Background: an optimization exercise with open tools, aiming at small area, a short achievable clock period and few clock cycles per item. Do not read the settings as production practice.
In this exercise RTL edits were held to simulation tests only and were not proved equivalent to the original.

==> design/flow/design.v <==
`default_nettype none
package ssc_pkg;
    localparam int DIGIT_W     = 4;
    localparam int CARD_DIGITS = 16;
    localparam int CARD_W      = 64;
    localparam int SNACKS      = 8;
    localparam int SLOT_W      = 32;
    localparam int COST_W      = 8;
    localparam int MONEY_W     = 9;
endpackage
`default_nettype wire
`timescale 1ns/1ps
`default_nettype none
module card_pre (
    input  wire logic [63:0]  card_num,
    output logic [34:0]       z,         
    output logic              par
);
    function automatic logic [1:0] fa(input logic x, input logic y, input logic z);
        fa = {(x & y) | (x & z) | (y & z), x ^ y ^ z};
    endfunction
    logic [7:0]  g;                  
    logic [73:0] t;
    always_comb begin
        g[0] = card_num[63] | (card_num[62] & (card_num[61] | card_num[60]));
        g[1] = card_num[55] | (card_num[54] & (card_num[53] | card_num[52]));
        g[2] = card_num[47] | (card_num[46] & (card_num[45] | card_num[44]));
        g[3] = card_num[39] | (card_num[38] & (card_num[37] | card_num[36]));
        g[4] = card_num[31] | (card_num[30] & (card_num[29] | card_num[28]));
        g[5] = card_num[23] | (card_num[22] & (card_num[21] | card_num[20]));
        g[6] = card_num[15] | (card_num[14] & (card_num[13] | card_num[12]));
        g[7] = card_num[7] | (card_num[6] & (card_num[5] | card_num[4]));
        par = card_num[56] ^ card_num[48] ^ card_num[40] ^ card_num[32] ^ card_num[24] ^ card_num[16] ^ card_num[8] ^ card_num[0] ^ g[0] ^ g[1] ^ g[2] ^ g[3] ^ g[4] ^ g[5] ^ g[6] ^ g[7];
        {t[1], t[0]} = fa(card_num[56], card_num[63], g[0]);
        {t[3], t[2]} = fa(card_num[48], card_num[55], g[1]);
        {t[5], t[4]} = fa(card_num[40], card_num[47], g[2]);
        {t[7], t[6]} = fa(card_num[32], card_num[39], g[3]);
        {t[9], t[8]} = fa(card_num[24], card_num[31], g[4]);
        {t[11], t[10]} = fa(card_num[16], card_num[23], g[5]);
        {t[13], t[12]} = fa(card_num[8], card_num[15], g[6]);
        {t[15], t[14]} = fa(card_num[0], card_num[7], g[7]);
        {t[17], t[16]} = fa(card_num[60], card_num[57], card_num[52]);
        {t[19], t[18]} = fa(card_num[49], card_num[44], card_num[41]);
        {t[21], t[20]} = fa(card_num[36], card_num[33], card_num[28]);
        {t[23], t[22]} = fa(card_num[25], card_num[20], card_num[17]);
        {t[25], t[24]} = fa(card_num[12], card_num[9], card_num[4]);
        {t[27], t[26]} = fa(card_num[61], card_num[58], card_num[53]);
        {t[29], t[28]} = fa(card_num[50], card_num[45], card_num[42]);
        {t[31], t[30]} = fa(card_num[37], card_num[34], card_num[29]);
        {t[33], t[32]} = fa(card_num[26], card_num[21], card_num[18]);
        {t[35], t[34]} = fa(card_num[13], card_num[10], card_num[5]);
        {t[37], t[36]} = fa(card_num[62], card_num[59], card_num[54]);
        {t[39], t[38]} = fa(card_num[51], card_num[46], card_num[43]);
        {t[41], t[40]} = fa(card_num[38], card_num[35], card_num[30]);
        {t[43], t[42]} = fa(card_num[27], card_num[22], card_num[19]);
        {t[45], t[44]} = fa(card_num[14], card_num[11], card_num[6]);
        {t[47], t[46]} = fa(t[0], t[2], t[4]);
        {t[49], t[48]} = fa(t[6], t[8], t[10]);
        {t[51], t[50]} = fa(t[12], t[14], t[37]);
        {t[53], t[52]} = fa(t[39], t[41], t[43]);
        {t[55], t[54]} = fa(t[1], t[3], t[5]);
        {t[57], t[56]} = fa(t[7], t[9], t[11]);
        {t[59], t[58]} = fa(t[13], t[15], t[16]);
        {t[61], t[60]} = fa(t[18], t[20], t[22]);
        {t[63], t[62]} = fa(t[17], t[19], t[21]);
        {t[65], t[64]} = fa(t[23], t[25], t[26]);
        {t[67], t[66]} = fa(t[28], t[30], t[32]);
        {t[69], t[68]} = fa(t[27], t[29], t[31]);
        {t[71], t[70]} = fa(t[33], t[35], t[36]);
        {t[73], t[72]} = fa(t[38], t[40], t[42]);
        z[0] = t[46];
        z[1] = t[48];
        z[2] = t[50];
        z[3] = t[52];
        z[4] = t[45];
        z[5] = t[69];
        z[6] = t[71];
        z[7] = t[73];
        z[8] = t[47];
        z[9] = t[49];
        z[10] = t[51];
        z[11] = t[53];
        z[12] = t[54];
        z[13] = t[56];
        z[14] = t[58];
        z[15] = t[60];
        z[16] = t[24];
        z[17] = card_num[1];
        z[18] = t[55];
        z[19] = t[57];
        z[20] = t[59];
        z[21] = t[61];
        z[22] = t[62];
        z[23] = t[64];
        z[24] = t[66];
        z[25] = t[34];
        z[26] = card_num[2];
        z[27] = t[63];
        z[28] = t[65];
        z[29] = t[67];
        z[30] = t[68];
        z[31] = t[70];
        z[32] = t[72];
        z[33] = t[44];
        z[34] = card_num[3];
    end
endmodule
module card_post (
    input  wire logic [34:0] z,
    input  wire logic        par,
    output logic             card_ok
);
    function automatic logic [1:0] fa(input logic x, input logic y, input logic z);
        fa = {(x & y) | (x & z) | (y & z), x ^ y ^ z};
    endfunction
    logic [59:0] u;
    logic [3:0]  sa, sb;
    logic [4:0]  s;
    logic [3:0]  m15;
    always_comb begin
        {u[1], u[0]} = fa(z[0], z[1], z[2]);
        {u[3], u[2]} = fa(z[3], z[4], z[5]);
        {u[5], u[4]} = fa(z[8], z[9], z[10]);
        {u[7], u[6]} = fa(z[11], z[12], z[13]);
        {u[9], u[8]} = fa(z[14], z[15], z[16]);
        {u[11], u[10]} = fa(z[18], z[19], z[20]);
        {u[13], u[12]} = fa(z[21], z[22], z[23]);
        {u[15], u[14]} = fa(z[24], z[25], z[26]);
        {u[17], u[16]} = fa(z[27], z[28], z[29]);
        {u[19], u[18]} = fa(z[30], z[31], z[32]);
        {u[21], u[20]} = fa(u[0], u[2], z[6]);
        {u[23], u[22]} = fa(z[7], u[17], u[19]);
        {u[25], u[24]} = fa(u[1], u[3], u[4]);
        {u[27], u[26]} = fa(u[6], u[8], z[17]);
        {u[29], u[28]} = fa(u[5], u[7], u[9]);
        {u[31], u[30]} = fa(u[10], u[12], u[14]);
        {u[33], u[32]} = fa(u[11], u[13], u[15]);
        {u[35], u[34]} = fa(u[16], u[18], z[33]);
        {u[37], u[36]} = fa(u[20], u[22], u[33]);
        {u[39], u[38]} = fa(u[21], u[23], u[24]);
        {u[41], u[40]} = fa(u[25], u[27], u[28]);
        {u[43], u[42]} = fa(u[29], u[31], u[32]);
        {u[45], u[44]} = fa(u[36], u[35], u[43]);
        {u[47], u[46]} = fa(u[37], u[38], u[26]);
        {u[49], u[48]} = fa(u[39], u[40], u[30]);
        {u[51], u[50]} = fa(u[41], u[42], u[34]);
        {u[53], u[52]} = fa(u[49], u[50], z[34]);
        {u[55], u[54]} = fa(u[44], u[51], u[53]);
        {u[57], u[56]} = fa(u[55], u[45], u[46]);
        {u[59], u[58]} = fa(u[57], u[47], u[48]);
        sa = {u[59], u[58], u[56], u[54]};
        sb = {u[52], 1'b0, 1'b0, 1'b0};
    end
    assign s   = {1'b0, sa} + {1'b0, sb};
    assign m15 = s[3:0] + {3'b0, s[4]};
    assign card_ok = !par && (m15 == 4'd0 || m15 == 4'd5 || m15 == 4'd10 || m15 == 4'd15);
endmodule
`default_nettype wire
`timescale 1ns/1ps
`default_nettype none
module mul4 (
    input  wire logic [3:0] a,
    input  wire logic [3:0] b,
    output logic [7:0]      p
);
    function automatic logic [1:0] fa(input logic x, input logic y, input logic z);
        fa = {(x & y) | (x & z) | (y & z), x ^ y ^ z};
    endfunction
    function automatic logic [1:0] ha(input logic x, input logic y);
        ha = {x & y, x ^ y};
    endfunction
    logic [3:0] pp [4];             
    logic [1:0] h30, h40, h21, f31, f41, f51;
    logic [6:1] x, y;               
    logic [6:1] g, t;               
    logic [7:1] c;                  
    always_comb begin
        for (int j = 0; j < 4; j++)
            pp[j] = a & {4{b[j]}};
        h30 = ha(pp[0][3], pp[1][2]);
        h40 = ha(pp[1][3], pp[2][2]);
        h21 = ha(pp[0][2], pp[1][1]);
        f31 = fa(h30[0], pp[2][1], pp[3][0]);
        f41 = fa(h40[0], pp[3][1], h30[1]);
        f51 = fa(pp[2][3], pp[3][2], h40[1]);
        x = {pp[3][3], f51[0], f41[0], f31[0], h21[0], pp[0][1]};
        y = {f51[1],   f41[1], f31[1], h21[1], pp[2][0], pp[1][0]};
        g = x & y;
        t = x ^ y;
        c[1] = 1'b0;
        c[2] = g[1];
        c[3] = g[2] | (t[2] & g[1]);
        c[4] = g[3] | (t[3] & c[3]);
        c[5] = g[4] | (t[4] & g[3]) | (t[4] & t[3] & c[3]);
        c[6] = g[5] | (t[5] & c[5]);
        c[7] = g[6] | (t[6] & g[5]) | (t[6] & t[5] & c[5]);
        p[0] = pp[0][0];
        for (int i = 1; i < 7; i++)
            p[i] = t[i] ^ c[i];
        p[7] = c[7];
    end
endmodule
`default_nettype wire
`timescale 1ns/1ps
`default_nettype none
module ge8 (
    input  wire logic [7:0] a,
    input  wire logic [7:0] b,
    output logic            ge
);
    always_comb begin
        logic c;
        c = 1'b1;
        for (int i = 0; i < 8; i++)
            c = (a[i] & ~b[i]) | (a[i] & c) | (~b[i] & c);
        ge = c;
    end
endmodule
module ce8 (
    input  wire logic [7:0] a,
    input  wire logic [7:0] b,
    output logic [7:0]      hi,
    output logic [7:0]      lo
);
    logic a_ge;
    ge8 u_ge (.a(a), .b(b), .ge(a_ge));
    assign hi = a_ge ? a : b;
    assign lo = a_ge ? b : a;
endmodule
module rank8 (
    input  wire logic [63:0] c,         
    output logic [63:0]      v          
);
    function automatic logic [1:0] fa(input logic x, input logic y, input logic z);
        fa = {(x & y) | (x & z) | (y & z), x ^ y ^ z};
    endfunction
    logic       ge [8][8];               
    logic [6:0] ah [8];                  
    logic [2:0] n  [8];                  
    logic [7:0] oh [8];                  
    for (genvar i = 0; i < 8; i++) begin : g_row
        for (genvar j = i + 1; j < 8; j++) begin : g_col
            ge8 u_ge (.a(c[8*i +: 8]), .b(c[8*j +: 8]), .ge(ge[i][j]));
        end
    end
    always_comb begin
        logic [1:0] s1, s2, s3, s4;
        for (int i = 0; i < 8; i++) begin
            for (int j = 0; j < i; j++)
                ah[i][j] = ge[j][i];
            for (int j = i + 1; j < 8; j++)
                ah[i][j-1] = !ge[i][j];
            s1 = fa(ah[i][0], ah[i][1], ah[i][2]);
            s2 = fa(ah[i][3], ah[i][4], ah[i][5]);
            s3 = fa(s1[0], s2[0], ah[i][6]);
            s4 = fa(s1[1], s2[1], s3[1]);
            n[i] = {s4[1], s4[0], s3[0]};
            for (int r = 0; r < 8; r++)
                oh[i][r] = n[i] == 3'(r);
        end
        v = '0;
        for (int r = 0; r < 8; r++)
            for (int i = 0; i < 8; i++)
                v[8*r +: 8] = v[8*r +: 8] | ({8{oh[i][r]}} & c[8*i +: 8]);
    end
endmodule
`default_nettype wire
`timescale 1ns/1ps
`default_nettype none
module add98 (
    input  wire logic [8:0] a,
    input  wire logic [7:0] b,
    output logic [8:0]      s,
    output logic            co
);
    logic [9:0] c;
    always_comb begin
        c[0] = 1'b0;
        for (int i = 0; i < 8; i++) begin
            s[i]   = a[i] ^ b[i] ^ c[i];
            c[i+1] = (a[i] & b[i]) | (a[i] & c[i]) | (b[i] & c[i]);
        end
        s[8] = a[8] ^ c[8];
        c[9] = a[8] & c[8];
        co   = c[9];
    end
endmodule
`default_nettype wire
`timescale 1ns/1ps
`default_nettype none
module ssc (
    input  wire logic                        clk,
    input  wire logic                        reset,
    input  wire logic                        in_valid,
    output logic                             in_ready,
    input  wire logic [ssc_pkg::CARD_W-1:0]  card_num,
    input  wire logic [ssc_pkg::MONEY_W-1:0] input_money,
    input  wire logic [ssc_pkg::SLOT_W-1:0]  snack_num,
    input  wire logic [ssc_pkg::SLOT_W-1:0]  price,
    output logic                             out_valid,
    input  wire logic                        out_ready,
    output logic                             card_ok,
    output logic [ssc_pkg::MONEY_W-1:0]      out_change
);
    logic [3:0] pend;             
    logic [1:0] vld;              
    logic [9:0] q [3];
    logic [2:0] wp, rp;            
    logic [2:0] qn;                
    logic       push, have;
    logic       rdy;                
    logic       ovi;                
    logic [9:0] res, head, nxt;
    logic [3:0] pend_c [4];
    logic       rdy_c  [4];
    logic [2:0] rp_c   [2];
    logic [2:0] qn_c   [2];
    logic       ov_c   [2];
    assign res  = {r2_ok, res_2};
    assign push = vld[1];
    assign rdy  = !pend[3];
    assign have = qn[0] || push;
    assign nxt  = qn[0] ? head : res;
    always_comb begin
        head = '0;
        for (int i = 0; i < 3; i++)
            if (rp[i]) head = head | q[i];
    end
    always_comb begin
        logic fi, fo, tk;
        for (int k = 0; k < 4; k++) begin
            fi = k[1] && rdy;
            fo = k[0] && ovi;
            pend_c[k] = pend;
            if (fi && !fo)      pend_c[k] = {pend[2:0], 1'b1};
            else if (!fi && fo) pend_c[k] = {1'b0, pend[3:1]};
            rdy_c[k] = !pend_c[k][3];
        end
        for (int k = 0; k < 2; k++) begin
            tk = (k[0] || !ovi) && have;
            ov_c[k] = (k[0] || !out_valid) ? have : out_valid;
            rp_c[k] = tk ? {rp[1:0], rp[2]} : rp;
            qn_c[k] = qn;
            if (push && !tk)      qn_c[k] = {qn[1:0], 1'b1};
            else if (!push && tk) qn_c[k] = {1'b0, qn[2:1]};
        end
    end
    always_ff @(posedge clk) begin
        if (reset) begin
            pend      <= '0;
            in_ready  <= 1'b1;
            vld       <= '0;
            out_valid <= 1'b0;
            ovi       <= 1'b0;
            wp        <= 3'd1;
            rp        <= 3'd1;
            qn        <= '0;
        end else begin
            pend      <= pend_c[{in_valid, out_ready}];
            in_ready  <= rdy_c[{in_valid, out_ready}];
            vld       <= {vld[0:0], in_valid && rdy};
            out_valid <= ov_c[out_ready];
            ovi       <= out_ready ? have : (ovi || have);
            rp        <= rp_c[out_ready];
            qn        <= qn_c[out_ready];
            if (push) wp <= {wp[1:0], wp[2]};
        end
    end
    always_ff @(posedge clk) begin
        for (int i = 0; i < 3; i++)
            if (push && wp[i]) q[i] <= res;
        if (out_ready || !ovi) {card_ok, out_change} <= nxt;
    end
    logic [34:0] lz_0;
    logic [0:0] lp_0;
    card_pre u_card_pre (.card_num(card_num), .z(lz_0), .par(lp_0));
    logic [8:0] r1_money;
    logic [3:0] r1_q0;
    logic [3:0] r1_p0;
    logic [3:0] r1_q1;
    logic [3:0] r1_p1;
    logic [3:0] r1_q2;
    logic [3:0] r1_p2;
    logic [3:0] r1_q3;
    logic [3:0] r1_p3;
    logic [3:0] r1_q4;
    logic [3:0] r1_p4;
    logic [3:0] r1_q5;
    logic [3:0] r1_p5;
    logic [3:0] r1_q6;
    logic [3:0] r1_p6;
    logic [3:0] r1_q7;
    logic [3:0] r1_p7;
    logic [34:0] r1_lz;
    logic [0:0] r1_lp;
    always_ff @(posedge clk) begin
        r1_money <= input_money;
        r1_q0 <= snack_num[31:28];
        r1_p0 <= price[31:28];
        r1_q1 <= snack_num[27:24];
        r1_p1 <= price[27:24];
        r1_q2 <= snack_num[23:20];
        r1_p2 <= price[23:20];
        r1_q3 <= snack_num[19:16];
        r1_p3 <= price[19:16];
        r1_q4 <= snack_num[15:12];
        r1_p4 <= price[15:12];
        r1_q5 <= snack_num[11:8];
        r1_p5 <= price[11:8];
        r1_q6 <= snack_num[7:4];
        r1_p6 <= price[7:4];
        r1_q7 <= snack_num[3:0];
        r1_p7 <= price[3:0];
        r1_lz <= lz_0;
        r1_lp <= lp_0;
    end
    logic [0:0] ok_1;
    card_post u_card_post (.z(r1_lz), .par(r1_lp), .card_ok(ok_1));
    logic [7:0] v0_1;
    mul4 u_mul0 (.a(r1_q0), .b(r1_p0), .p(v0_1));
    logic [7:0] v1_1;
    mul4 u_mul1 (.a(r1_q1), .b(r1_p1), .p(v1_1));
    logic [7:0] v2_1;
    mul4 u_mul2 (.a(r1_q2), .b(r1_p2), .p(v2_1));
    logic [7:0] v3_1;
    mul4 u_mul3 (.a(r1_q3), .b(r1_p3), .p(v3_1));
    logic [7:0] v4_1;
    mul4 u_mul4 (.a(r1_q4), .b(r1_p4), .p(v4_1));
    logic [7:0] v5_1;
    mul4 u_mul5 (.a(r1_q5), .b(r1_p5), .p(v5_1));
    logic [7:0] v6_1;
    mul4 u_mul6 (.a(r1_q6), .b(r1_p6), .p(v6_1));
    logic [7:0] v7_1;
    mul4 u_mul7 (.a(r1_q7), .b(r1_p7), .p(v7_1));
    logic [63:0] sorted_1;
    rank8 u_rank (.c({v7_1, v6_1, v5_1, v4_1, v3_1, v2_1, v1_1, v0_1}), .v(sorted_1));
    logic [8:0] r2_money;
    logic [0:0] r2_ok;
    logic [7:0] r2_v0;
    logic [7:0] r2_v1;
    logic [7:0] r2_v2;
    logic [7:0] r2_v3;
    logic [7:0] r2_v4;
    logic [7:0] r2_v5;
    logic [7:0] r2_v6;
    logic [7:0] r2_v7;
    always_ff @(posedge clk) begin
        r2_money <= r1_money;
        r2_ok <= ok_1;
        r2_v0 <= sorted_1[7:0];
        r2_v1 <= sorted_1[15:8];
        r2_v2 <= sorted_1[23:16];
        r2_v3 <= sorted_1[31:24];
        r2_v4 <= sorted_1[39:32];
        r2_v5 <= sorted_1[47:40];
        r2_v6 <= sorted_1[55:48];
        r2_v7 <= sorted_1[63:56];
    end
    logic [8:0] e0_2;
    assign e0_2 = ~r2_money;
    logic [8:0] e1_2;
    logic cy1_2;
    assign {cy1_2, e1_2} = {1'b0, e0_2} + {2'b0, r2_v0};
    logic ok1_2;
    assign ok1_2 = r2_ok & ~cy1_2;
    logic [8:0] r1_2;
    assign r1_2 = ok1_2 ? e1_2 : e0_2;
    logic [8:0] e2_2;
    logic cy2_2;
    assign {cy2_2, e2_2} = {1'b0, e1_2} + {2'b0, r2_v1};
    logic ok2_2;
    assign ok2_2 = ok1_2 & ~cy2_2;
    logic [8:0] r2_2;
    assign r2_2 = ok2_2 ? e2_2 : r1_2;
    logic [8:0] e3_2;
    logic cy3_2;
    assign {cy3_2, e3_2} = {1'b0, e2_2} + {2'b0, r2_v2};
    logic ok3_2;
    assign ok3_2 = ok2_2 & ~cy3_2;
    logic [8:0] r3_2;
    assign r3_2 = ok3_2 ? e3_2 : r2_2;
    logic [8:0] e4_2;
    logic cy4_2;
    assign {cy4_2, e4_2} = {1'b0, e3_2} + {2'b0, r2_v3};
    logic ok4_2;
    assign ok4_2 = ok3_2 & ~cy4_2;
    logic [8:0] r4_2;
    assign r4_2 = ok4_2 ? e4_2 : r3_2;
    logic [8:0] e5_2;
    logic cy5_2;
    assign {cy5_2, e5_2} = {1'b0, e4_2} + {2'b0, r2_v4};
    logic ok5_2;
    assign ok5_2 = ok4_2 & ~cy5_2;
    logic [8:0] r5_2;
    assign r5_2 = ok5_2 ? e5_2 : r4_2;
    logic [8:0] e6_2;
    logic cy6_2;
    assign {cy6_2, e6_2} = {1'b0, e5_2} + {2'b0, r2_v5};
    logic ok6_2;
    assign ok6_2 = ok5_2 & ~cy6_2;
    logic [8:0] r6_2;
    assign r6_2 = ok6_2 ? e6_2 : r5_2;
    logic [8:0] e7_2;
    logic cy7_2;
    assign {cy7_2, e7_2} = {1'b0, e6_2} + {2'b0, r2_v6};
    logic ok7_2;
    assign ok7_2 = ok6_2 & ~cy7_2;
    logic [8:0] r7_2;
    assign r7_2 = ok7_2 ? e7_2 : r6_2;
    logic [8:0] e8_2;
    logic cy8_2;
    assign {cy8_2, e8_2} = {1'b0, e7_2} + {2'b0, r2_v7};
    logic ok8_2;
    assign ok8_2 = ok7_2 & ~cy8_2;
    logic [8:0] r8_2;
    assign r8_2 = ok8_2 ? e8_2 : r7_2;
    logic [8:0] res_2;
    assign res_2 = ~r8_2;
endmodule
`default_nettype wire
==> design/flow/flow/run.sh <==
#!/bin/bash
# the standard layout, with two changes: the ports are buffered by plain
# buf_1 cells instead of the delay buffers buffer_ports picks on its own, and
# synthesis leaves the adders to abc instead of mapping them to full-adder
# cells first.  make's full output goes to flow_make.log in the work folder
set -euo pipefail
bash standard.sh "BUFFER_PORTS_ARGS=-buffer_cell sky130_fd_sc_hd__buf_1" "ADDER_MAP_FILE=" finish > flow_make.log 2>&1
==> design/flow/standard.sh <==
#!/bin/bash
# synth_recipe.tcl (not shown) runs the flow's synth.tcl, then flattens the netlist and writes it again
# the make line also repeats each setting of config.mk as NAME=value (left out here)
make -C /OpenROAD-flow-scripts/flow DESIGN_CONFIG=/design/flow/config.mk WORK_HOME=/design/flow/orfs CLKGATE_MAP_FILE= SYNTH_SCRIPT=/design/flow/synth_recipe.tcl "${@:-finish}"
==> design/flow/config.mk <==
export PLATFORM = sky130hd
export DESIGN_NAME = ssc
export DESIGN_NICKNAME = ssc
export VERILOG_FILES = /design/flow/design.v
export SDC_FILE = /design/flow/constraint.sdc
export NUM_CORES = 4
export LEC_CHECK = 0
export ABC_AREA = 1
export CAP_MARGIN = 20
export CELL_PAD_IN_SITES_DETAIL_PLACEMENT = 1
export CELL_PAD_IN_SITES_GLOBAL_PLACEMENT = 2
export CORE_MARGIN = 2
export CORE_UTILIZATION = 45
export CTS_BUF_LIST = sky130_fd_sc_hd__clkbuf_16
export CTS_CLUSTER_DIAMETER = 100
export CTS_CLUSTER_SIZE = 20
export SLEW_MARGIN = 60
==> design/flow/constraint.sdc <==
create_clock -name core_clock -period 27.0 [get_ports {clk}]
set_input_delay 5.4000 -clock core_clock [delete_from_list [all_inputs] [get_ports {clk}]]
set_output_delay 5.4000 -clock core_clock [all_outputs]
set_load 0.01 [all_outputs]
==> results.json, run 1 <==
{
  "outcome": "finished clean",
  "buffers_inverters_on_critical_path": 4,
  "grt_max_degree": 22,
  "syn-instance-count": 3933,
  "report.final.hold_viol_count": 0,
  "postSynth.asyncResetShare_pct": 0,
  "critical_path_cell_count": 27,
  "hp-class": "register to register",
  "crit_family": "simple AND/OR/NAND/NOR gates",
  "seq_area_frac_synth_pct": 22.95,
  "dieWidth_um": 228.9,
  "grt.met2_usage_pct": 60.85,
  "final_min_period_over_clock_period_pct": 24.47,
  "ys_ff_latch": 241,
  "tritoncts.num_buffers": 16,
  "clock_tree.htree_level_count": 1,
  "post_route_antenna_net_violation_count": 0,
  "grt_use_met3_pct": 7.298,
  "cts_hold_buf": 0,
  "largest_cells_by_area_after_synthesis": "nand2_1 22%, dfxtp_1 18%, o21ai_0 8.6%, inv_1 7.3%, nand3_1 6.5%",
  "dr_total_vias": 27503,
  "area_share_of_the_leading_cell_type_in_the_synthesized_netlist_pct": 21.88,
  "global_route.overflow_total": 0,
  "drive_above_1_share_pct": 7.086,
  "reg2reg_depth": 27,
  "number_of_global_route_vias_before_repair": 28011,
  "cts-root-to-sink-buffers": 3,
  "grt_antenna_before_repair": 5,
  "dominantRegCellSynth": "dfxtp_1",
  "design.die.area_sq_um": 52410,
  "floorplan.initialDensity_pct": 45.47,
  "via_per_inst": 5.838,
  "root_buffer_master": "clkbuf_16",
  "gr-usage-met1_pct": 42.22,
  "timing.max_slew.rel_slack_pct": 56.25,
  "timing.clock.skew_ns": 0.02497,
  "cp_data_arrival_time_ns": 6.97,
  "port_buffers": 152,
  "setup.worst_path.end_class": "register",
  "drtIter0Drc": 2149,
  "grt.total_usage_pct": 35.63,
  "drt_pass1_iterations": 7,
  "postCtsResizedCells": 0,
  "synthesis.yosys.warnings": 20,
  "slew_violations": 0,
  "whs_path_depth": 0,
  "timing_worst_slew_pin_value_ns": 0.6546,
  "fp.coreArea_sq_um": 50070,
  "cts.sink_count": 241,
  "clkTransAtPathRegs_ns": 0.08,
  "floorplan.io_pins": 153,
  "critPathMaxFanout": 14,
  "period_minus_slack_ns": 6.608,
  "critPathRequiredTime_ns": 27.36,
  "grt_pass1_wl_mm": 149.4,
  "gpl.final_weighted_congestion": 1.179,
  "route.detailed.wl_per_inst_um": 20.33,
  "hpwl_mm": 75.85,
  "syn-cell-area_sq_um": 22770,
  "max_clock_freq_ghz": 0.1513,
  "grt_busiest_layer": "met2",
  "tritoncts": "done",
  "unrepaired_setup_endpoints_after_global_routing": "no",
  "core.rowCount": 82,
  "drc": 0,
  "setup.worst_path.class": "register to register",
  "most_used_cell_along_the_critical_path": "o21ai_0",
  "synth_enable_flop_cells": 40,
  "wl_mm": 95.80,
  "biggest_cell_delay_along_the_critical_path_ns": 0.47,
  "cap_viol_max_count": 0,
  "setup_viol": 0,
  "cts.repair_timing.setup_buffer_count": 0,
  "insertion_delay_ns": 0.53,
  "flow.area_growth_from_synthesis_pct": 7.353,
  "cpMaxStageDelayCell": "inv_1",
  "crit_path_start_kind": "register",
  "synth.avg_cell_area_sq_um": 5.789,
  "synthesis.nets": 4074,
  "synth.lib_cells_used.distinct": 64,
  "setup-tns-final_ns": 0,
  "final_net_count": 4171,
  "die-height_um": 228.9,
  "synthDominantAreaCellType": "nand2_1"
}
## state kept, by name (all words and copies together) (netlist names), 8 cells and up
name and count:
out_change 9, r2_v7 8, r2_v5 8, r2_v2 8
r2_v6 8, r2_v0 8, r1_lz 35, q 30
r2_money 9, r2_v1 8, r1_money 9, r2_v3 8
r2_v4 8
## kinds of logic after synthesis
kind of cell | Yosys count | share of synthesized area [%]
and+or+nand+nor | 2192 | 41.12
AOI/OAI and AO/OA | 769 | 19.32
buffers and inverters | 597 | 10.55
DFF | 241 | 22.95
xor gates and xnor gates | 113 | 5.083
adders and majority gates | 21 | 0.9837
## stage by stage
stage | std cells | utilization (%) | area [sq um] | setup WS, ns | hold slack, ns
2_1_floorplan | 3933 | - | 22770 | 20.49 | 0.3096
3_3_place_gp | 4675 | 47.44 | 23750 | 20.14 | 0.3097
3_5_place_dp | 4679 | 47.78 | 23920 | 20.15 | 0.3150
4_1_cts | 4703 | 48.72 | 24390 | 20.52 | 0.3295
5_1_grt | 4708 | 48.80 | 24430 | 20.29 | 0.3373
6_report | 4711 | 48.82 | 24440 | 20.39 | 0.3306
## cell type report
cell class	count	area [sq um]
antenna	3	7.507
clock buffer	17	425.4
inverter	505	1901
timing repair buffer	171	693.2
tap	672	840.8
clock inverter	7	43.79
sequential	241	5225
fill	7234	25630
multi-input combinational	3095	15310
## final timing paths
path                             startpoint           to  slack, ns
worst max-delay path               r1_q4[0]     r2_v0[6]      20.39
worst min-delay path            r1_money[0]  r2_money[0]       0.33
worst min register to register  r1_money[0]  r2_money[0]       0.33
worst max register to register     r1_q4[0]     r2_v0[6]      20.39
## cell usage after synthesis, types with 5 or more instances
| master | number |
|---|---|
| o21ai_2 | 6 |
| xor2_4 | 5 |
| a21boi_0 | 17 |
| buf_6 | 7 |
| xor2_1 | 87 |
| clkbuf_1 | 26 |
| nand3_2 | 11 |
| or2_2 | 11 |
| o21ai_1 | 69 |
| nand2_1 | 1327 |
| o21ai_0 | 392 |
| xnor2_1 | 12 |
| inv_2 | 50 |
| nand4_1 | 34 |
| buf_4 | 12 |
| o22ai_1 | 42 |
| o211ai_1 | 14 |
| a21oi_1 | 120 |
| nor2_4 | 13 |
| maj3_1 | 14 |
| xor2_2 | 8 |
| nand2_2 | 51 |
| maj3_2 | 5 |
| and2_1 | 18 |
| o221ai_1 | 5 |
| nand2_4 | 6 |
| nor2_2 | 19 |
| a22oi_1 | 41 |
| nand3_1 | 297 |
| a31oi_1 | 6 |
| o21a_1 | 6 |
| a211oi_1 | 8 |
| dfxtp_1 | 201 |
| nor3_4 | 5 |
| a22oi_2 | 15 |
| inv_1 | 445 |
| nand3b_1 | 6 |
| buf_2 | 46 |
| a22o_1 | 10 |
| clkinv_1 | 8 |
| edfxtp_1 | 40 |
| nor3_1 | 18 |
| or2_1 | 16 |
| nor2_1 | 353 |
## cells in the final DEF, fill, tap and decap left out, types with 10 or more instances in the layout
master	synthesis	final
nand2_1	1327	1311
inv_1	445	448
o21ai_0	392	391
nor2_1	353	351
nand3_1	297	297
dfxtp_1	201	201
buf_1	1	152
a21oi_1	120	120
xor2_1	87	83
o21ai_1	69	70
nand2_2	51	67
inv_2	50	51
o22ai_1	42	42
a22oi_1	41	41
edfxtp_1	40	40
nand4_1	34	34
nor2_2	19	19
nor3_1	18	18
a21boi_0	17	17
clkbuf_16	0	17
or2_1	16	16
a22oi_2	15	15
nor2_4	13	15
maj3_1	14	14
o211ai_1	14	14
and2_1	18	13
xnor2_1	12	12
nand3_2	11	11
or2_2	11	11
buf_4	12	11
a22o_1	10	10
xor2_4	5	10
## routing by layer
metal	wire length (um)	vias up
met5	27	-
met4	5884	4
met3	8683	416
met2	43990	1257
met1	37210	12944
li1	-	12882
## worst reg2reg max path, stage by stage (launching register included)
cell and delay, ns:
dfxtp_1 0.41, nand2_2 0.33, inv_1 0.47, nand3_1 0.20
nand3b_1 0.25, nand2_1 0.47, inv_1 0.47, o21ai_0 0.27
o21ai_0 0.10, o21ai_0 0.13, o21ai_0 0.21, o21ai_0 0.12
o21ai_0 0.10, o21ai_1 0.12, o21ai_0 0.11, a22oi_1 0.32
inv_1 0.07, nand2_1 0.09, nand2_1 0.07, xor2_1 0.15
nor2_1 0.22, a21oi_2 0.08, o21ai_2 0.36, inv_2 0.14
nand2_1 0.46, nor2_1 0.08, nor3_1 0.47, nand2_1 0.15
Testbench counts, summed over its fixed seeds: cycles 2,072, items 2,048.
==> inputs of run 2 (changes only) <==
--- a/design/flow/design.v
+++ b/design/flow/design.v
@@ -208,12 +208,21 @@
     input  wire logic [7:0] b,
     output logic            ge
 );
+    logic [7:0] g1, l1;
+    logic [3:0] g2, l2;
+    logic [1:0] g3, l3;
     always_comb begin
-        logic c;
-        c = 1'b1;
-        for (int i = 0; i < 8; i++)
-            c = (a[i] & ~b[i]) | (a[i] & c) | (~b[i] & c);
-        ge = c;
+        g1 = a & ~b;
+        l1 = ~a & b;
+        for (int i = 0; i < 4; i++) begin
+            g2[i] = g1[2*i+1] | (~l1[2*i+1] & g1[2*i]);
+            l2[i] = l1[2*i+1] | (~g1[2*i+1] & l1[2*i]);
+        end
+        for (int i = 0; i < 2; i++) begin
+            g3[i] = g2[2*i+1] | (~l2[2*i+1] & g2[2*i]);
+            l3[i] = l2[2*i+1] | (~g2[2*i+1] & l2[2*i]);
+        end
+        ge = !(l3[1] | (~g3[1] & l3[0]));
     end
 endmodule
 module ce8 (
==> results.json, run 2 <==
{
  "grt_antenna_before_repair": 2,
  "cts.repair_timing.setup_buffer_count": 0,
  "dieWidth_um": 224.5,
  "hp-class": "register to register",
  "syn-cell-area_sq_um": 21870,
  "setup.worst_path.end_class": "output pin",
  "tritoncts.num_buffers": 17,
  "setup-tns-final_ns": 0,
  "fill_cells": 6832,
  "cap_viol_max_count": 0,
  "top_register": "r1_lz",
  "synthesis.nets": 3836,
  "design.die.area_sq_um": 50380,
  "setup.worst_path.class": "register to output pin",
  "largest_cells_by_area_after_synthesis": "nand2_1 21%, dfxtp_1 18%, inv_1 7.2%, o22ai_1 6.5%, nor2_1 5.8%",
  "cts.sink_count": 241,
  "grt_max_degree": 22,
  "insertion_delay_ns": 0.52,
  "post_route_antenna_net_violation_count": 0,
  "critPathRequiredTime_ns": 21.60,
  "synthDominantAreaCellType": "nand2_1",
  "critPathMaxFanout": 1,
  "biggestRegsByFlops": "r1_lz: 35 flops, q: 30 flops",
  "cts_hold_buf": 0,
  "drive_above_1_share_pct": 7.431,
  "synth.lib_cells_used.distinct": 61,
  "timing.max_slew.rel_slack_pct": 55.09,
  "slew_violations": 0,
  "post_layout_util_pct": 49.38,
  "layout_common_cells": "1183 x nand2_1, 412 x inv_1, 333 x nor2_1",
  "synth.avg_cell_area_sq_um": 5.919,
  "commonest_non_fill_non_tap_cell_in_the_layout": "nand2_1",
  "report.final.hold_viol_count": 0,
  "port_buffers": 152,
  "clkTransAtPathRegs_ns": 0.10,
  "ys_ff_latch": 241,
  "synth_enable_flop_cells": 40,
  "timing_worst_slew_pin_value_ns": 0.6696,
  "flow.area_growth_from_synthesis_pct": 8.020,
  "gpl.final_weighted_congestion": 1.081,
  "biggest_cell_delay_along_the_critical_path_ns": 0.38,
  "multiInputGateArea_sq_um": 14720,
  "area_share_of_the_leading_cell_type_in_the_synthesized_netlist_pct": 20.92,
  "crit_path_start_kind": "register",
  "postSynth.asyncResetShare_pct": 0,
  "die-height_um": 224.5,
  "final_min_period_over_clock_period_pct": 23.89,
  "period_minus_slack_ns": 6.450,
  "crit_family": "flip-flops",
  "buffers_inverters_on_critical_path": 1,
  "floorplan.initialDensity_pct": 45.71,
  "wl_mm": 93.24,
  "grt_pass1_wl_mm": 143.5,
  "seqCellArea_sq_um": 5226,
  "cp_data_arrival_time_ns": 1.05,
  "netlist_top_cells_count": "1219 x nand2_1, 420 x inv_1, 336 x nor2_1, 240 x nand3_1, 229 x o22ai_1",
  "fin_worst_hold_slack_ns": 0.3258,
  "max_clock_freq_ghz": 0.1550,
  "via_per_inst": 6.048,
  "cts-root-to-sink-buffers": 3,
  "crit_chain": "buf_1",
  "postCtsResizedCells": 0,
  "fp.coreArea_sq_um": 47850,
  "unrepaired_setup_endpoints_after_global_routing": "no",
  "drt_pass1_iterations": 10,
  "drtIter0Drc": 2548,
  "synthesis.yosys.warnings": 20,
  "syn-instance-count": 3695,
  "grt.total_usage_pct": 36.09,
  "floorplan.io_pins": 153,
  "hpwl_mm": 69.38,
  "timing.clock.skew_ns": 0.01803,
  "outcome": "finished clean",
  "number_of_global_route_vias_before_repair": 26959,
  "dominantRegCellSynth": "dfxtp_1",
  "tritoncts": "done",
  "synthMostInstantiatedCell": "nand2_1",
  "clock_tree.htree_level_count": 1,
  "largest_register_ff_count": 35,
  "global_route.overflow_total": 0,
  "drc": 0,
  "seq_area_frac_synth_pct": 23.89,
  "cpMaxStageDelayCell": "edfxtp_1",
  "setup_viol": 0,
  "route.detailed.wl_per_inst_um": 21.13,
  "final_net_count": 3931,
  "core.rowCount": 80,
  "dr_total_vias": 26685,
  "root_buffer_master": "clkbuf_16"
}
run 2: kinds of logic after synthesis:
family          share of synthesized area, %
xor+xnor                               5.966
mux                                  0.05148
simple gates                           39.55
compound gates                         19.60
fa+ha+maj                              1.058
buf+inv                                9.885
flops                                  23.89
run 2: path summary, 6_finish.rpt:
check | start | to | slack (ns) | cells after the start
worst max-delay path | out_change[5] | out_change[5] | 20.55 | 1
worst min-delay path | r1_money[1] | r2_money[1] | 0.33 | 0
worst max register to register | r1_p0[0] | r2_v4[2] | 20.64 | 29
worst min register to register | r1_money[1] | r2_money[1] | 0.33 | 0
run 2: metal layers:
metal  global-route usage [%]  share of wire [%]  vias to the layer above
li1                         -                  -                    12331
met1                    42.21                 38                    12535
met2                    59.71                 44                     1331
met3                    10.67                 11                      486
met4                    18.95                6.7                        2
met5                        0              0.012                        -
run 2: final cells by class:
cell class	count	share of cell area [%]
Antenna cell	2	0.02118
Clock buffer	17	1.801
Clock inverter	7	0.2648
Inverter	476	7.562
Multi-Input combinational cell	2895	62.29
Sequential cell	241	22.12
Tap cell	615	3.257
Timing Repair Buffer	159	2.685
run 2: per-stage QoR:
step	setup slack, ns	cells	area, sq um
6_report	20.55	4412	23630
5_1_grt	20.36	4410	23620
4_1_cts	20.52	4409	23540
3_5_place_dp	20.06	4385	23050
3_3_place_gp	20.17	4382	22880
2_1_floorplan	20.49	3695	21870
Testbench counts of run 2, summed over its fixed seeds: cycles 2,072, items 2,048.

re-timing with driven ports:
The flow's constraints put no driver on any port. The routed layouts listed below were extracted and timed again, unchanged, in two steps.
Step 1 sets driving cells, clkbuf_16 on the clock port and buf_2 on the other inputs (assumed; they add their load-dependent delay and slew).
Step 2 also shifts input and output timing later by t, the mid clock arrival at the registers, as if the neighbouring blocks saw the same clock.
Slacks: no drivers / after step 1 / after step 2; pairs: no drivers / after step 1.
run	t (ns)	slack for setup (ns)	worst hold slack (ns)
run 1	0.586	20.392 / 20.392 / 20.133	0.331 / 0.331 / 0.331
run 2	0.577	20.550 / 20.488 / 20.129	0.326 / 0.326 / 0.326
After both steps setup and hold are still met in every run listed. The setup slack of run 2, which loses most, moves by -0.062 ns with the drivers and by -0.421 ns with both steps.
